What follows belongs to an exercise in optimizing a design on an open flow for small area, a short achievable clock period and few clock cycles per item; a production flow would make more cautious choices.
Only simulation tests tie the RTL to the original design; equivalence was not proved.
Power figures rest on the tool's default switching activity, not on a simulated workload.

v39:
// hash_ring_node_table
module hash_ring_node_table (
  input  logic         clk,
  input  logic         rst_n,
  input  logic         in_valid,
  output logic         in_ready,
  input  logic [1:0]   in_opcode,
  input  logic [7:0]   in_key_byte,
  input  logic         in_last_byte,
  input  logic [31:0]  in_node_address,
  input  logic [15:0]  in_node_port,
  output logic         out_valid,
  input  logic         out_ready,
  output logic [1:0]   out_status,
  output logic [31:0]  out_found_address,
  output logic [15:0]  out_found_port,
  output logic [31:0]  out_key_hash
);
make LEC_CHECK=0 ABC_CLOCK_PERIOD_IN_PS=2300 CAP_MARGIN=20 CORE_MARGIN=2 CORE_UTILIZATION=40 CTS_CLUSTER_DIAMETER=100 CTS_CLUSTER_SIZE=25 PLACE_DENSITY=0.6 SETUP_SLACK_MARGIN=2.5 SLEW_MARGIN=20 TNS_END_PERCENT=30 finish   # period 5.0 ns
run.sh (not shown) runs the stock make flow with config.mk's settings and CLKGATE_MAP_FILE= SYNTH_SCRIPT=/design/flow/synth_recipe.tcl, a recipe that flattens the netlist after the stock synthesis.
v39 reached the final stage; the timing, DRC and antenna checks on its layout passed.
Testbench counts of v39, summed over its fixed seeds: cycles 28,572, items 2,400.
Input changes introduced in v43 (baseline for comparison: v39):
- SETUP_SLACK_MARGIN: 2.5 -> 2.7
Notes after the runs:
- Compared with v39, v43 shows a met2 usage that is 0.70 points higher.
- In v43 the initial antenna violation count turned out 2 lower than in v39.
- The run showing the greater worst-case clock skew is v39.
- Across both runs, routed wire length was higher for v43 than for v39.
- v39 reports its uppermost metal layer occupied by signal nets as met4 while v43 reports met5.
- Compared with v39, v43 shows a higher first-pass GRT wire length.
- Number of clock-tree buffers in the layout, v39 and v43: larger value in v39
- Compared with v39, the detailed router inserted more vias in v43.
Modified inputs, v34 compared to v43
- swapping 2.7 for 2.5 in SETUP_SLACK_MARGIN
==> flow/flow/run.sh (new file) <==
#!/bin/bash
# The standard layout (the standard.sh: standard synthesis and ORFS on all steps), with
# one change: the buffers ORFS puts on the input and output ports are buf_4 cells instead of
# the default smallest buffer (a slow delay cell), so the port paths are not held back.
set -euo pipefail
export BUFFER_PORTS_ARGS="-buffer_cell sky130_fd_sc_hd__buf_4"
bash standard.sh > standard_flow.log 2>&1
==> flow/standard.sh (new file) <==
#!/bin/bash
# synth_recipe.tcl (not shown) runs the flow's synth.tcl, then flattens the netlist and writes it again
# the make line also repeats each setting of config.mk as NAME=value (left out here)
make -C /OpenROAD-flow-scripts/flow DESIGN_CONFIG=/design/flow/config.mk WORK_HOME=/design/flow/orfs CLKGATE_MAP_FILE= SYNTH_SCRIPT=/design/flow/synth_recipe.tcl "${@:-finish}"
removed: flow/run.sh
Notes after the runs:
- v34 finished every step from synthesis to the final layout, and the layout passed the timing, DRC and antenna checks.
- v43 went all the way through synthesis, placement and routing and the layout is clean on timing, DRC and antenna.
- | global-route usage | lower: v34 |
- Wire: v34 routes less than v43
- Compared v34 against v43; relative contribution of the clock network to total power within noise.
- Die area: v34 vs v43 identical
- v43 → v34: area inside the core boundary level; total power moved down; multi-input gate share of the layout cell area level.

---

hash_ring_node_table, a different RTL version from the one above (not shown whole).
Size in the first run: ~3300 cells after synthesis, ~150 I/O pins, roughly 0.049 sq mm of cells after synthesis.
Design hash_ring_node_table, start of the top module:
module hash_ring_node_table (
  input  logic         clk,
  input  logic         rst_n,
  input  logic         in_valid,
  output logic         in_ready,
  input  logic [1:0]   in_opcode,
  input  logic [7:0]   in_key_byte,
  input  logic         in_last_byte,
  input  logic [31:0]  in_node_address,
  input  logic [15:0]  in_node_port,
  output logic         out_valid,
  input  logic         out_ready,
  output logic [1:0]   out_status,
  output logic [31:0]  out_found_address,
  output logic [15:0]  out_found_port,
  output logic [31:0]  out_key_hash
);
Settings: LEC_CHECK=0, CAP_MARGIN=20, CORE_MARGIN=2, CORE_UTILIZATION=40, CTS_CLUSTER_DIAMETER=100, CTS_CLUSTER_SIZE=25, PLACE_DENSITY=0.6, SETUP_SLACK_MARGIN=2.6, SLEW_MARGIN=20, TNS_END_PERCENT=50; clock period 5.0 ns.
standard.sh (not shown) runs the stock make flow with config.mk's settings and CLKGATE_MAP_FILE= SYNTH_SCRIPT=/design/flow/synth_recipe.tcl, a recipe that flattens the netlist after the stock synthesis.
==> flow/flow/run.sh <==
#!/bin/bash
# The standard layout (the standard.sh: standard synthesis and ORFS on all steps), with
# one change: the buffers ORFS puts on the input and output ports are buf_4 cells instead of
# the default smallest buffer (a slow delay cell), so the port paths are not held back.
set -euo pipefail
export BUFFER_PORTS_ARGS="-buffer_cell sky130_fd_sc_hd__buf_4"
bash standard.sh > standard_flow.log 2>&1
The baseline completed without violations.
Testbench counts at the start, summed over its fixed seeds: cycles 28,659, items 2,400.
Next try:
Settings changed: ABC_CLOCK_PERIOD_IN_PS set to 2300, SETUP_SLACK_MARGIN 2.6 to 2.7, TNS_END_PERCENT 50 to 30.
Outcome: The new run went through all stages and came out clean; sequential cell count stays the same; setup slack gets worse by 0.033 ns; non-clock buffer count increases by 11; via count rose slightly; total power barely changes; wire length came out higher slightly; worst hold slack hardly moves.
Next try:
Settings changed: ABC_CLOCK_PERIOD_IN_PS 2300 to not set, CAP_MARGIN 20 to 10, CORE_UTILIZATION 40 to 45, PLACE_DENSITY 0.6 to 0.65, SETUP_SLACK_MARGIN 2.7 to 2.6, SLEW_MARGIN 20 to 10.
After rerunning: The changed run went through all stages and came out clean. Clock power came out lower by about 1%. Setup slack is better by 0.18 ns. Via count went up by 0.95%. Count of clock-buffer cells in the layout rises by 3. Cell count falls by 3.7%. Sequential share of layout area barely changes. Die area came out lower by 11%. Critical path depth does not change. Total power shrinks by 0.59%. Synthesized cell count is unchanged.
Next try:
Settings changed: CAP_MARGIN 10 to 20, CORE_UTILIZATION 45 to 40, PLACE_DENSITY 0.65 to 0.6, SETUP_SLACK_MARGIN 2.6 to 2.4, SLEW_MARGIN 10 to 20, TNS_END_PERCENT 30 to 20.
Result:
- routed wire length climbs by about 0.3%
- worst hold slack got worse by 0.0049 ns
- total power stays flat
- final cell count came out higher by about 3.6%
- worst setup slack loses 0.11 ns
- global-route usage falls by 1.8 points
Next try:
Settings changed: CORE_UTILIZATION 40 to 55, PLACE_DENSITY 0.6 to 0.7, SETUP_SLACK_MARGIN 2.4 to 2.5, TNS_END_PERCENT 20 to 30.
=> The new run completed with no timing, DRC or antenna violations; total power falls by 0.68%; combinational power rises by about 3%; area after synthesis does not change; setup slack improves by 0.017 ns; final area falls by 0.71%; non-clock buffer count rises by 8.

-- static timing again, ports no longer ideal --
The flow's constraints put no driver on any port. The routed layouts listed below were extracted and timed again, unchanged, in two steps. Step 1: set_driving_cell puts a clkbuf_16 on clk and a buf_2 on each other input, an assumption about the parent block. Step 2 also shifts input and output timing later by t, the mid clock arrival at the registers, as if the neighbouring blocks saw the same clock. a / b / c = no drivers / after step 1 / after step 2; a / b = the first two.
| run | t (ns) | slack for setup (ns) | hold WS [ns] | worst setup path at the end | cell pins on the clock port's net |
|---|---|---|---|---|---|
| v39 | 0.741 | 2.372 / 2.392 / 1.669 | 0.309 / 0.309 / 0.309 | input to register | 1 |
| v43 | 0.744 | 2.501 / 2.436 / 1.722 | 0.310 / 0.310 / 0.310 | input to register | 1 |
| v34 | 0.736 | 2.503 / 2.503 / 1.919 | 0.298 / 0.298 / 0.298 | input to register | 1 |
| the first run of note 2 | 0.738 | 2.364 / 2.364 / 1.952 | 0.308 / 0.308 / 0.308 | input to register | 1 |
| the second run of note 2 | 0.740 | 2.331 / 2.331 / 1.931 | 0.309 / 0.309 / 0.309 | input to register | 1 |
| the third run of note 2 | 0.740 | 2.509 / 2.473 / 1.896 | 0.311 / 0.311 / 0.311 | input to register | 1 |
| the fourth run of note 2 | 0.753 | 2.404 / 2.404 / 1.740 | 0.306 / 0.306 / 0.306 | input to register | 1 |
| the fifth run of note 2 | 0.716 | 2.421 / 2.421 / 1.765 | 0.311 / 0.311 / 0.311 | input to register | 1 |
After both steps setup and hold are still met in every run listed. For v43, which loses most, drivers alone change the setup slack by -0.065 ns; drivers and shift together by -0.779 ns.
